Source: an optimization exercise on an open RTL-to-GDS flow (aim: small area, a short achievable clock period and few clock cycles per item). Production flows keep margins and buffers that such runs may drop. In this exercise RTL edits were held to simulation tests only and were not proved equivalent to the original. Power and IR drop assume default switching activity.

File: design.v
`default_nettype none
package bedh_pkg;
   localparam int EDGE_W  = 11;
   localparam int AGE_W   = 11;
   localparam int SLOT_W  = 5;
   localparam int CNT_W   = 32;
   localparam int TOT_W   = 48;
   localparam int NB_W    = 5;
   localparam int LIM_W   = 17;
   localparam int PADDR_W = 3;
   localparam int PDATA_W = 32;
   localparam logic [EDGE_W-1:0]  OPEN_END       = EDGE_W'(2000);
   localparam logic [PADDR_W-1:0] CSR_NUM_BREAKS = '0;
   typedef enum logic [1:0] {
      REQ_LOAD  = 2'd0,
      REQ_ADD   = 2'd1,
      REQ_READ  = 2'd2,
      REQ_CLEAR = 2'd3
   } req_kind_type;
   typedef enum logic [1:0] {
      ST_OK         = 2'd0,
      ST_AGE_RANGE  = 2'd1,
      ST_EDGE_ORDER = 2'd2,
      ST_SLOT_RANGE = 2'd3
   } status_type;
   typedef enum logic [2:0] {
      S_IDLE,
      S_LOAD_CHK,
      S_SCAN,
      S_TOT_ADD,
      S_READ_TOT,
      S_READ_LO,
      S_READ_UP,
      S_RESULT
   } state_type;
   typedef struct packed {
      logic rd_en;
      logic wr_en;
   } edge_ctl_type;
   typedef struct packed {
      logic rd_en;
      logic wr_en;
      logic clr;
   } tot_ctl_type;
endpackage
`default_nettype wire
`default_nettype none
import bedh_pkg::*;
module bedh_edge_mem
#(
   parameter int DEPTH = 16,
   parameter int AW    = 4
) (
   input  wire logic              clock,
   input  bedh_pkg::edge_ctl_type      ctl,
   input  wire logic [AW-1:0]     addr,
   input  wire logic [EDGE_W-1:0] wdata,
   output logic      [EDGE_W-1:0] rdata
);
   logic [EDGE_W-1:0] mem_ff [DEPTH];
   logic [EDGE_W-1:0] rdata_ff;
   always_ff @(posedge clock) begin
      if (ctl.wr_en) begin
         mem_ff[addr] <= wdata;
      end
      if (ctl.rd_en) begin
         rdata_ff <= mem_ff[addr];
      end
   end
   assign rdata = rdata_ff;
endmodule
`default_nettype wire
`default_nettype none
import bedh_pkg::*;
module bedh_tot_mem
#(
   parameter int DEPTH = 17,
   parameter int AW    = 5
) (
   input  wire logic                    clock,
   input  wire logic                    reset,
   input  bedh_pkg::tot_ctl_type             ctl,
   input  wire logic [AW-1:0]           addr,
   input  wire logic signed [TOT_W-1:0] wdata,
   output logic signed      [TOT_W-1:0] rdata
);
   logic signed [TOT_W-1:0] mem_ff [DEPTH];
   logic signed [TOT_W-1:0] rdata_ff;
   logic [DEPTH-1:0]        valid_ff;
   always_ff @(posedge clock) begin
      if (reset || ctl.clr) begin
         valid_ff <= '0;
      end else if (ctl.wr_en) begin
         valid_ff[addr] <= 1'b1;
      end
   end
   always_ff @(posedge clock) begin
      if (ctl.wr_en) begin
         mem_ff[addr] <= wdata;
      end
      if (ctl.rd_en) begin
         rdata_ff <= valid_ff[addr] ? mem_ff[addr] : '0;
      end
   end
   assign rdata = rdata_ff;
endmodule
`default_nettype wire
`default_nettype none
import bedh_pkg::*;
module bedh_seq
#(
   parameter int MAX_EDGES = 16,
   parameter int AGE_LIMIT = 2000,
   parameter int EAW       = 4,
   parameter int IW        = 5,
   parameter int CW        = 6
) (
   input  wire logic                    clock,
   input  wire logic                    reset,
   input  wire logic [NB_W-1:0]         num_breaks,
   input  wire logic                    req_valid,
   output logic                         req_ready,
   input  wire logic [1:0]              req_type,
   input  wire logic [SLOT_W-1:0]       req_slot,
   input  wire logic [EDGE_W-1:0]       req_edge_value,
   input  wire logic [AGE_W-1:0]        req_age,
   input  wire logic                    req_age_missing,
   input  wire logic signed [CNT_W-1:0] req_count,
   output bedh_pkg::edge_ctl_type                edge_ctl,
   output logic [EAW-1:0]               edge_addr,
   output logic [EDGE_W-1:0]            edge_wdata,
   input  wire logic [EDGE_W-1:0]       edge_rdata,
   output bedh_pkg::tot_ctl_type                 tot_ctl,
   output logic [IW-1:0]                tot_addr,
   output logic signed [TOT_W-1:0]      tot_wdata,
   input  wire logic signed [TOT_W-1:0] tot_rdata,
   output logic                         rsp_valid,
   input  wire logic                    rsp_ready,
   output logic [1:0]                   rsp_status,
   output logic [SLOT_W-1:0]            rsp_group,
   output logic signed [TOT_W-1:0]      rsp_total,
   output logic [EDGE_W-1:0]            rsp_group_lower,
   output logic [EDGE_W-1:0]            rsp_group_upper
);
   localparam logic signed [TOT_W-1:0] TOT_MAX = {1'b0, {(TOT_W-1){1'b1}}};
   localparam logic signed [TOT_W-1:0] TOT_MIN = {1'b1, {(TOT_W-1){1'b0}}};
   bedh_pkg::state_type state_ff;
   bedh_pkg::state_type state_in;
   logic [SLOT_W-1:0]       slot_ff, slot_in;
   logic [EDGE_W-1:0]       edge_ff, edge_in;
   logic [AGE_W-1:0]        age_ff, age_in;
   logic signed [CNT_W-1:0] count_ff, count_in;
   logic [CW-1:0]           ptr_ff, ptr_in;
   bedh_pkg::status_type              res_status_ff;
   bedh_pkg::status_type              res_status_in;
   logic [SLOT_W-1:0]       res_group_ff, res_group_in;
   logic signed [TOT_W-1:0] res_total_ff, res_total_in;
   logic [EDGE_W-1:0]       res_lo_ff, res_lo_in;
   logic [EDGE_W-1:0]       res_up_ff, res_up_in;
   logic                    rsp_valid_ff, rsp_valid_in;
   bedh_pkg::status_type              rsp_status_ff;
   bedh_pkg::status_type              rsp_status_in;
   logic [SLOT_W-1:0]       rsp_group_ff, rsp_group_in;
   logic signed [TOT_W-1:0] rsp_total_ff, rsp_total_in;
   logic [EDGE_W-1:0]       rsp_lo_ff, rsp_lo_in;
   logic [EDGE_W-1:0]       rsp_up_ff, rsp_up_in;
   logic [CW-1:0]           n_use;
   logic [CW-1:0]           slot_req_w;
   logic [CW-1:0]           slot_w;
   logic [CW-1:0]           ptr_next;
   logic                    age_hi_req;
   logic                    edge_hi_req;
   logic                    age_ge;
   logic signed [TOT_W:0]   sum_w;
   logic signed [TOT_W-1:0] sat_sum;
   always_comb begin
      if (num_breaks == '0) begin
         n_use = CW'(1);
      end else if (CW'(num_breaks) > CW'(MAX_EDGES)) begin
         n_use = CW'(MAX_EDGES);
      end else begin
         n_use = CW'(num_breaks);
      end
   end
   assign slot_req_w  = CW'(req_slot);
   assign slot_w      = CW'(slot_ff);
   assign ptr_next    = ptr_ff + CW'(1);
   assign age_hi_req  = LIM_W'(req_age) >= LIM_W'(AGE_LIMIT);
   assign edge_hi_req = LIM_W'(req_edge_value) >= LIM_W'(AGE_LIMIT);
   assign age_ge      = age_ff >= edge_rdata;
   assign sum_w = (TOT_W+1)'(tot_rdata) + (TOT_W+1)'(count_ff);
   always_comb begin
      if (sum_w[TOT_W] != sum_w[TOT_W-1]) begin
         sat_sum = sum_w[TOT_W] ? TOT_MIN : TOT_MAX;
      end else begin
         sat_sum = sum_w[TOT_W-1:0];
      end
   end
   always_comb begin
      state_in      = state_ff;
      slot_in       = slot_ff;
      edge_in       = edge_ff;
      age_in        = age_ff;
      count_in      = count_ff;
      ptr_in        = ptr_ff;
      res_status_in = res_status_ff;
      res_group_in  = res_group_ff;
      res_total_in  = res_total_ff;
      res_lo_in     = res_lo_ff;
      res_up_in     = res_up_ff;
      rsp_valid_in  = rsp_valid_ff;
      rsp_status_in = rsp_status_ff;
      rsp_group_in  = rsp_group_ff;
      rsp_total_in  = rsp_total_ff;
      rsp_lo_in     = rsp_lo_ff;
      rsp_up_in     = rsp_up_ff;
      req_ready  = 1'b0;
      edge_ctl   = '0;
      edge_addr  = '0;
      edge_wdata = edge_ff;
      tot_ctl    = '0;
      tot_addr   = '0;
      tot_wdata  = sat_sum;
      if (rsp_valid_ff && rsp_ready) begin
         rsp_valid_in = 1'b0;
      end
      unique case (state_ff)
         S_IDLE: begin
            req_ready = 1'b1;
            if (req_valid) begin
               slot_in       = req_slot;
               edge_in       = req_edge_value;
               age_in        = req_age;
               count_in      = req_count;
               res_status_in = ST_OK;
               res_group_in  = req_slot;
               res_total_in  = '0;
               res_lo_in     = '0;
               res_up_in     = '0;
               state_in      = S_RESULT;
               unique case (req_type)
                  REQ_LOAD: begin
                     priority if (slot_req_w >= n_use) begin
                        res_status_in = ST_SLOT_RANGE;
                     end else if (edge_hi_req) begin
                        res_status_in = ST_EDGE_ORDER;
                     end else if (req_slot == '0) begin
                        edge_ctl.wr_en = 1'b1;
                        edge_wdata     = req_edge_value;
                     end else begin
                        edge_ctl.rd_en = 1'b1;
                        edge_addr      = EAW'(slot_req_w - CW'(1));
                        state_in       = S_LOAD_CHK;
                     end
                  end
                  REQ_ADD: begin
                     res_group_in = '0;
                     priority if (!req_age_missing && age_hi_req) begin
                        res_status_in = ST_AGE_RANGE;
                     end else if (req_age_missing) begin
                        tot_ctl.rd_en = 1'b1;
                        tot_addr      = IW'(n_use);
                        ptr_in        = n_use;
                        state_in      = S_TOT_ADD;
                     end else begin
                        edge_ctl.rd_en = 1'b1;
                        ptr_in         = '0;
                        state_in       = S_SCAN;
                     end
                  end
                  REQ_READ: begin
                     priority if (slot_req_w > n_use) begin
                        res_status_in = ST_SLOT_RANGE;
                     end else if (slot_req_w == n_use) begin
                        tot_ctl.rd_en = 1'b1;
                        tot_addr      = IW'(slot_req_w);
                        state_in      = S_READ_TOT;
                     end else begin
                        edge_ctl.rd_en = 1'b1;
                        edge_addr      = EAW'(slot_req_w);
                        tot_ctl.rd_en  = 1'b1;
                        tot_addr       = IW'(slot_req_w);
                        state_in       = S_READ_LO;
                     end
                  end
                  REQ_CLEAR: begin
                     res_group_in = '0;
                     tot_ctl.clr  = 1'b1;
                  end
               endcase
            end
         end
         S_LOAD_CHK: begin
            state_in = S_RESULT;
            if (edge_ff <= edge_rdata) begin
               res_status_in = ST_EDGE_ORDER;
            end else begin
               edge_ctl.wr_en = 1'b1;
               edge_addr      = EAW'(slot_w);
            end
         end
         S_SCAN: begin
            priority if (ptr_ff == '0 && !age_ge) begin
               tot_ctl.rd_en = 1'b1;
               tot_addr      = IW'(n_use);
               ptr_in        = n_use;
               state_in      = S_TOT_ADD;
            end else if (!age_ge) begin
               tot_ctl.rd_en = 1'b1;
               tot_addr      = IW'(ptr_ff - CW'(1));
               ptr_in        = ptr_ff - CW'(1);
               state_in      = S_TOT_ADD;
            end else if (ptr_next < n_use) begin
               edge_ctl.rd_en = 1'b1;
               edge_addr      = EAW'(ptr_next);
               ptr_in         = ptr_next;
            end else begin
               tot_ctl.rd_en = 1'b1;
               tot_addr      = IW'(ptr_ff);
               state_in      = S_TOT_ADD;
            end
         end
         S_TOT_ADD: begin
            tot_ctl.wr_en = 1'b1;
            tot_addr      = IW'(ptr_ff);
            res_group_in  = SLOT_W'(ptr_ff);
            res_total_in  = sat_sum;
            state_in      = S_RESULT;
         end
         S_READ_TOT: begin
            res_total_in = tot_rdata;
            state_in     = S_RESULT;
         end
         S_READ_LO: begin
            res_total_in = tot_rdata;
            res_lo_in    = edge_rdata;
            if (slot_w + CW'(1) < n_use) begin
               edge_ctl.rd_en = 1'b1;
               edge_addr      = EAW'(slot_w + CW'(1));
               state_in       = S_READ_UP;
            end else begin
               res_up_in = OPEN_END;
               state_in  = S_RESULT;
            end
         end
         S_READ_UP: begin
            res_up_in = edge_rdata;
            state_in  = S_RESULT;
         end
         S_RESULT: begin
            if (!rsp_valid_ff || rsp_ready) begin
               rsp_valid_in  = 1'b1;
               rsp_status_in = res_status_ff;
               rsp_group_in  = res_group_ff;
               rsp_total_in  = res_total_ff;
               rsp_lo_in     = res_lo_ff;
               rsp_up_in     = res_up_ff;
               state_in      = S_IDLE;
            end
         end
         default: begin
            state_in = S_IDLE;
         end
      endcase
   end
   always_ff @(posedge clock) begin
      if (reset) begin
         state_ff     <= S_IDLE;
         rsp_valid_ff <= 1'b0;
      end else begin
         state_ff     <= state_in;
         rsp_valid_ff <= rsp_valid_in;
      end
   end
   always_ff @(posedge clock) begin
      slot_ff       <= slot_in;
      edge_ff       <= edge_in;
      age_ff        <= age_in;
      count_ff      <= count_in;
      ptr_ff        <= ptr_in;
      res_status_ff <= res_status_in;
      res_group_ff  <= res_group_in;
      res_total_ff  <= res_total_in;
      res_lo_ff     <= res_lo_in;
      res_up_ff     <= res_up_in;
      rsp_status_ff <= rsp_status_in;
      rsp_group_ff  <= rsp_group_in;
      rsp_total_ff  <= rsp_total_in;
      rsp_lo_ff     <= rsp_lo_in;
      rsp_up_ff     <= rsp_up_in;
   end
   assign rsp_valid       = rsp_valid_ff;
   assign rsp_status      = rsp_status_ff;
   assign rsp_group       = rsp_group_ff;
   assign rsp_total       = rsp_total_ff;
   assign rsp_group_lower = rsp_lo_ff;
   assign rsp_group_upper = rsp_up_ff;
endmodule
`default_nettype wire
`default_nettype none
import bedh_pkg::*;
module break_edge_histogram
#(
   parameter int MAX_EDGES = 16,
   parameter int AGE_LIMIT = 2000
) (
   input  wire logic                    clock,
   input  wire logic                    reset,
   input  wire logic                    psel,
   input  wire logic                    penable,
   input  wire logic                    pwrite,
   input  wire logic [PADDR_W-1:0]      paddr,
   input  wire logic [PDATA_W-1:0]      pwdata,
   output logic      [PDATA_W-1:0]      prdata,
   output logic                         pready,
   input  wire logic                    req_valid,
   output logic                         req_ready,
   input  wire logic [1:0]              req_type,
   input  wire logic [SLOT_W-1:0]       req_slot,
   input  wire logic [EDGE_W-1:0]       req_edge_value,
   input  wire logic [AGE_W-1:0]        req_age,
   input  wire logic                    req_age_missing,
   input  wire logic signed [CNT_W-1:0] req_count,
   output logic                         rsp_valid,
   input  wire logic                    rsp_ready,
   output logic [1:0]                   rsp_status,
   output logic [SLOT_W-1:0]            rsp_group,
   output logic signed [TOT_W-1:0]      rsp_total,
   output logic [EDGE_W-1:0]            rsp_group_lower,
   output logic [EDGE_W-1:0]            rsp_group_upper
);
   localparam int EAW = (MAX_EDGES > 1) ? $clog2(MAX_EDGES) : 1;
   localparam int IW  = $clog2(MAX_EDGES + 1);
   localparam int CW  = (IW + 1 > 6) ? IW + 1 : 6;
   logic [NB_W-1:0] num_breaks_ff, num_breaks_in;
   logic            csr_wr;
   bedh_pkg::edge_ctl_type            edge_ctl;
   logic [EAW-1:0]          edge_addr;
   logic [EDGE_W-1:0]       edge_wdata;
   logic [EDGE_W-1:0]       edge_rdata;
   bedh_pkg::tot_ctl_type             tot_ctl;
   logic [IW-1:0]           tot_addr;
   logic signed [TOT_W-1:0] tot_wdata;
   logic signed [TOT_W-1:0] tot_rdata;
   assign pready = 1'b1;
   assign csr_wr = psel && penable && pwrite && pready;
   always_comb begin
      num_breaks_in = num_breaks_ff;
      if (csr_wr && paddr == CSR_NUM_BREAKS) begin
         num_breaks_in = pwdata[NB_W-1:0];
      end
   end
   always_ff @(posedge clock) begin
      if (reset) begin
         num_breaks_ff <= NB_W'(1);
      end else begin
         num_breaks_ff <= num_breaks_in;
      end
   end
   assign prdata = (paddr == CSR_NUM_BREAKS) ? PDATA_W'(num_breaks_ff) : '0;
   bedh_seq #(
      .MAX_EDGES (MAX_EDGES),
      .AGE_LIMIT (AGE_LIMIT),
      .EAW       (EAW),
      .IW        (IW),
      .CW        (CW)
   ) u_seq (
      .clock           (clock),
      .reset           (reset),
      .num_breaks      (num_breaks_ff),
      .req_valid       (req_valid),
      .req_ready       (req_ready),
      .req_type        (req_type),
      .req_slot        (req_slot),
      .req_edge_value  (req_edge_value),
      .req_age         (req_age),
      .req_age_missing (req_age_missing),
      .req_count       (req_count),
      .edge_ctl        (edge_ctl),
      .edge_addr       (edge_addr),
      .edge_wdata      (edge_wdata),
      .edge_rdata      (edge_rdata),
      .tot_ctl         (tot_ctl),
      .tot_addr        (tot_addr),
      .tot_wdata       (tot_wdata),
      .tot_rdata       (tot_rdata),
      .rsp_valid       (rsp_valid),
      .rsp_ready       (rsp_ready),
      .rsp_status      (rsp_status),
      .rsp_group       (rsp_group),
      .rsp_total       (rsp_total),
      .rsp_group_lower (rsp_group_lower),
      .rsp_group_upper (rsp_group_upper)
   );
   bedh_edge_mem #(
      .DEPTH (MAX_EDGES),
      .AW    (EAW)
   ) u_edge_mem (
      .clock (clock),
      .ctl   (edge_ctl),
      .addr  (edge_addr),
      .wdata (edge_wdata),
      .rdata (edge_rdata)
   );
   bedh_tot_mem #(
      .DEPTH (MAX_EDGES + 1),
      .AW    (IW)
   ) u_tot_mem (
      .clock (clock),
      .reset (reset),
      .ctl   (tot_ctl),
      .addr  (tot_addr),
      .wdata (tot_wdata),
      .rdata (tot_rdata)
   );
endmodule
`default_nettype wire
File: run.sh
#!/bin/bash
# synth_recipe.tcl (not shown) runs the flow's synth.tcl, then flattens the netlist and writes it again
# the make line also repeats each setting of config.mk as NAME=value (left out here)
make -C /OpenROAD-flow-scripts/flow DESIGN_CONFIG=/design/flow/config.mk WORK_HOME=/design/flow/orfs CLKGATE_MAP_FILE= SYNTH_SCRIPT=/design/flow/synth_recipe.tcl finish
File: config.mk
export PLATFORM = sky130hd
export DESIGN_NAME = break_edge_histogram
export DESIGN_NICKNAME = break_edge_histogram
export VERILOG_FILES = /design/flow/design.v
export SDC_FILE = /design/flow/constraint.sdc
export NUM_CORES = 4
export LEC_CHECK = 0
export CAP_MARGIN = 20
export CORE_MARGIN = 2
export CORE_UTILIZATION = 40
export SLEW_MARGIN = 20
File: constraint.sdc
create_clock -name core_clock -period 7.0 [get_ports {clock}]
set_input_delay 1.4000 -clock core_clock [delete_from_list [all_inputs] [get_ports {clock}]]
set_output_delay 1.4000 -clock core_clock [all_outputs]
set_load 0.01 [all_outputs]
==> impl_metrics.ini <==
[run_status]
run_status = finished clean

[route]
dr_total_vias = 33994
wl_per_cell_um = 24.85
detailed_route_vias_per_instance = 5.634
ant_nets = 0
dr.pass1.iters = 5
remaining_routing_drc_violations = 0
route.final.wire_length_mm = 150.0
number_of_drc_violations_after_detailed_routing_iteration_0 = 3557

[setup_path]
critical-path-top-delay-family = compound AO/OA/AOI/OAI gates
rrSetupSlack_ns = 1.16
cp.depth = 18
cp_slowest_stage_delay_ns = 0.64
r2r_end = u_seq.res_total_ff[19]
r2r_start = u_tot_mem.rdata_ff[0]
worst_ep_arrival_time_ns = 6.30
path_buf_inv = 3
endpoint_kind = flip-flop
crit_path_start_kind = flip-flop
critical-path-slowest-cell = sky130_fd_sc_hd__a211oi_1
kind_of_critical_path = reg2reg
timing.critical_path.mode_cell = sky130_fd_sc_hd__o31ai_1
worst_ep_required_time_ns = 7.46
reg2reg_depth = 18
worstPathCellList = ha_1 > inv_1 > fa_1 > nor2b_1 > o31a_1 > o31ai_1 > nand2_1 > a211oi_1 > o21a_1 > o31ai_1 > or3b_2 > nand3_1 > ha_2 > nand4_1 > buf_4 > nand2b_2 > buf_12 > o211ai_1
path_max_fanout = 32

[timing]
fin_crit_ns = 5.843
final.hold.worst_slack_ns = 0.3929
setup-tns-final_ns = 0
final_hold_violations = 0
slew_headroom = 0.2776
finalSetupViolCount = 0
clock_skew_ns = 0.06004
grt_setup_unrepaired = no
fmax_ghz = 0.1711
worst_pin_slew_ns = 1.080
finalCritPeriodShare = 0.8347
report.final.slew_viol_count = 0

[hold_path]
min-delay-start = u_seq.res_total_ff[47]
hold_path.class = reg2reg
hold-path-endpoint = u_seq.rsp_total_ff[47]
worst_hold_depth = 0

[clock_tree]
cts_resized = 0
clk_path_buf_depth = 3
clkSlewWorstSetupHoldPaths_ns = 0.06
cts_buffers = 133
tritoncts_clock_tree = built
clock_sink_count = 1296
deepest_level_of_the_cts_h_tree = 4
setup_fix_bufs_post_cts = 0
clk_root_buffer_cell = sky130_fd_sc_hd__clkbuf_16
post_cts_hold_buffer_count = 0
clock_insertion_delay_worst_skew_ns = 0.78

[yosys]
synth.distinct_cells = 84
synth_area_per_cell_sq_um = 13.87
postSynthRegisterBits = 1296
yosysSeqAreaShare = 0.7137
postSynth.topFlopCell = sky130_fd_sc_hd__edfxtp_1
yosysWarningCount = 4
synth_async_reset_ratio = 0
syn_inst_count = 3906
synth_area_sq_um = 54170
synth_enable_flop_cells = 1270

[floorplanning]
num_rows = 135
core_area_sq_um = 135000
io_pins = 216
fp.dieArea_sq_um = 138400
die_height_um = 372.0
initial_standard_cell_utilization_of_the_core = 0.4014
die_width_um = 372.0

[layout]
area_occupied_by_multi_input_gates_sq_um = 14630
layout_cell_share_with_drive_strength_beyond_1 = 0.09831
utilization = 0.4671
final_stage_net_count = 4341
layout.filler_cells = 11747
layout-area-overhead-vs-synth_pct = 16.37
layout.area.seq_sq_um = 38660

[run]
maxCapViolCount = 0

[grt]
track_usage = 0.2128
grt_pass1_wl_mm = 215.5
initial_antenna_violation_count = 6
grt_max_degree = 142
vias_in_the_first_global_route = 31996
global_route.overflow_total = 0

[place]
total_of_buffers_placed_on_input_and_output_ports = 160
globalplace.congestion = 0.8964
detailedPlacementHpwl_mm = 88.16

[power_and_ir_drop]
power_density_nw_per_um2 = 313.9
vdd_ir_drop_max_uv = 269.1
power_leakage_nw = 21.72
## kinds of logic after synthesis
kind of cell,count (synthesis),synth area share
fa+ha+maj,95,0.02206
xor+xnor,56,0.009309
mux,254,0.04717
compound gates,688,0.08524
simple gates,1228,0.09939
buf+inv,287,0.02303
flops,1296,0.7137
other cells,2,0.0001386
## state kept, by name, indices dropped and copies added, names as in the netlist, 6 cells and up
register / flops
u_edge_mem.mem_ff: 176
u_edge_mem.rdata_ff: 11
u_seq.age_ff: 11
u_seq.count_ff: 32
u_seq.edge_ff: 11
u_seq.ptr_ff: 6
u_seq.res_lo_ff: 11
u_seq.res_total_ff: 48
u_seq.res_up_ff: 11
u_seq.rsp_lo_ff: 11
u_seq.rsp_total_ff: 48
u_seq.rsp_up_ff: 11
u_tot_mem.mem_ff: 816
u_tot_mem.rdata_ff: 48
u_tot_mem.valid_ff: 17
## area by class of cell
class                           instances  share of cell area
Inverter                               46            0.002938
Clock buffer                          172             0.05593
Tap cell                             1781             0.03535
Antenna cell                            1          0.00003970
Timing Repair Buffer                  317             0.04879
Sequential cell                      1296              0.6132
Multi-Input combinational cell       2349              0.2321
Clock inverter                         72             0.01157
## how the worst max path moves through the flow
stage | startpoint | endpoint
final | u_tot_mem.rdata_ff[0] | u_seq.res_total_ff[19]
after global routing | u_tot_mem.rdata_ff[0] | u_seq.res_total_ff[19]
after CTS | u_tot_mem.rdata_ff[0] | u_tot_mem.mem_ff[9][8]
after detailed placement | req_slot[2] | u_tot_mem.rdata_ff[41]
after global placement | req_slot[2] | u_tot_mem.rdata_ff[4]
after floorplan | req_valid | u_tot_mem.mem_ff[11][0]
## routing by layer
layer,GRT usage,up-vias,part of all wire
li1,-,15269,-
met1,0.3095,17112,0.44
met2,0.3275,1405,0.46
met3,0.03644,208,0.076
met4,0.06172,0,0.025
met5,0,-,0
## layout by cell type, fill, tap and decap left out, drive strengths merged, types with 26 or more instances in the layout
master / count
nor2: 129
ha: 93
nand3: 220
edfxtp: 1270
clkdlybuf4s50: 160
dfxtp: 26
inv: 52
buf: 157
and3: 32
a21o: 36
mux2i: 244
clkinv: 53
a32oi: 56
a31oi: 54
conb: 28
nand2: 693
a22oi: 31
nor3: 43
clkbuf: 172
xnor2: 31
o211ai: 43
a21oi: 183
o21ai: 103
## stage by stage
step           total power, mW  area (sq um)  instances  worst slack (ns)
2_1_floorplan            11.54         54280       3932           -0.5524
3_3_place_gp             12.93         58740       5788            0.8580
3_5_place_dp             12.98         58740       5788            0.8428
4_1_cts                  19.87         63000       6032             1.094
5_1_grt                  20.45         63030       6033            0.9662
6_report                 19.78         63040       6034             1.157
## worst reg2reg max path: cells and delay by family (launching register included)
family	cells	cell delay, ns
adder cells (fa/ha/maj)	3	1.02
buffers and inverters	3	0.69
AO/OA/AOI/OAI	6	1.85
flip-flops	1	0.51
AND/OR/NAND/NOR	6	1.49
## where the power goes
part           internal (mW)  switching (mW)
clock network           3.93            2.99
registers               9.53           0.126
logic                  0.890            2.32
total                   14.4            5.43
## synthesized netlist by cell type, types with 18 or more instances
library cell               number  share of area
sky130_fd_sc_hd__edfxtp_1    1270           0.70
sky130_fd_sc_hd__nand2_1      692          0.048
sky130_fd_sc_hd__mux2i_1      244          0.045
sky130_fd_sc_hd__nand3_1      219          0.020
sky130_fd_sc_hd__a21oi_1      183          0.017
sky130_fd_sc_hd__clkbuf_1     141         0.0098
sky130_fd_sc_hd__nor2_1       128         0.0089
sky130_fd_sc_hd__o21ai_0      103         0.0095
sky130_fd_sc_hd__ha_1          93          0.021
sky130_fd_sc_hd__a32oi_1       56         0.0091
sky130_fd_sc_hd__a31oi_1       54         0.0062
sky130_fd_sc_hd__o211ai_1      43         0.0060
sky130_fd_sc_hd__inv_1         42         0.0029
sky130_fd_sc_hd__buf_1         41         0.0028
sky130_fd_sc_hd__nor3_1        38         0.0035
sky130_fd_sc_hd__a21o_1        36         0.0050
sky130_fd_sc_hd__and3_1        32         0.0037
sky130_fd_sc_hd__a22oi_1       31         0.0043
sky130_fd_sc_hd__xnor2_1       31         0.0050
sky130_fd_sc_hd__buf_4         30         0.0042
sky130_fd_sc_hd__buf_2         26         0.0024
sky130_fd_sc_hd__dfxtp_1       26         0.0096
sky130_fd_sc_hd__o22ai_1       24         0.0028
sky130_fd_sc_hd__xor2_1        24         0.0039
sky130_fd_sc_hd__a221oi_1      23         0.0037
sky130_fd_sc_hd__and2_1        23         0.0027
sky130_fd_sc_hd__nand2b_1      19         0.0022
sky130_fd_sc_hd__a211oi_1      18         0.0025
Testbench counts, summed over its fixed seeds: cycles 255,048, items 24,000.

[separate check: timing with driven ports]
No port has a modelled driver above. Below, the same layout with a new extraction and two added sets of constraints. Step 1 (the two cells are an assumption about what drives the block):
set clk [get_ports {clock}]
set_driving_cell -lib_cell sky130_fd_sc_hd__clkbuf_16 $clk
set_driving_cell -lib_cell sky130_fd_sc_hd__buf_2 [delete_from_list [all_inputs] $clk]
Step 2, shift: input delay + t, output delay - t, t = (earliest + latest rising clock arrival at the registers) / 2. This alone moves slack from input paths to output paths. Slacks: no drivers / after step 1 / after step 2; pairs: no drivers / after step 1.
shift t [ns]: 0.828
slack for setup (ns): 1.157 / 1.157 / 0.603
worst hold slack (ns): 0.393 / 0.393 / 0.393
worst setup path after step 2: input to register
clock arrival spread, ns: 0.060 / 0.060
After both steps setup and hold are still met in this run. For this run, drivers alone change the setup slack by 0.000 ns; drivers and shift together by -0.554 ns.
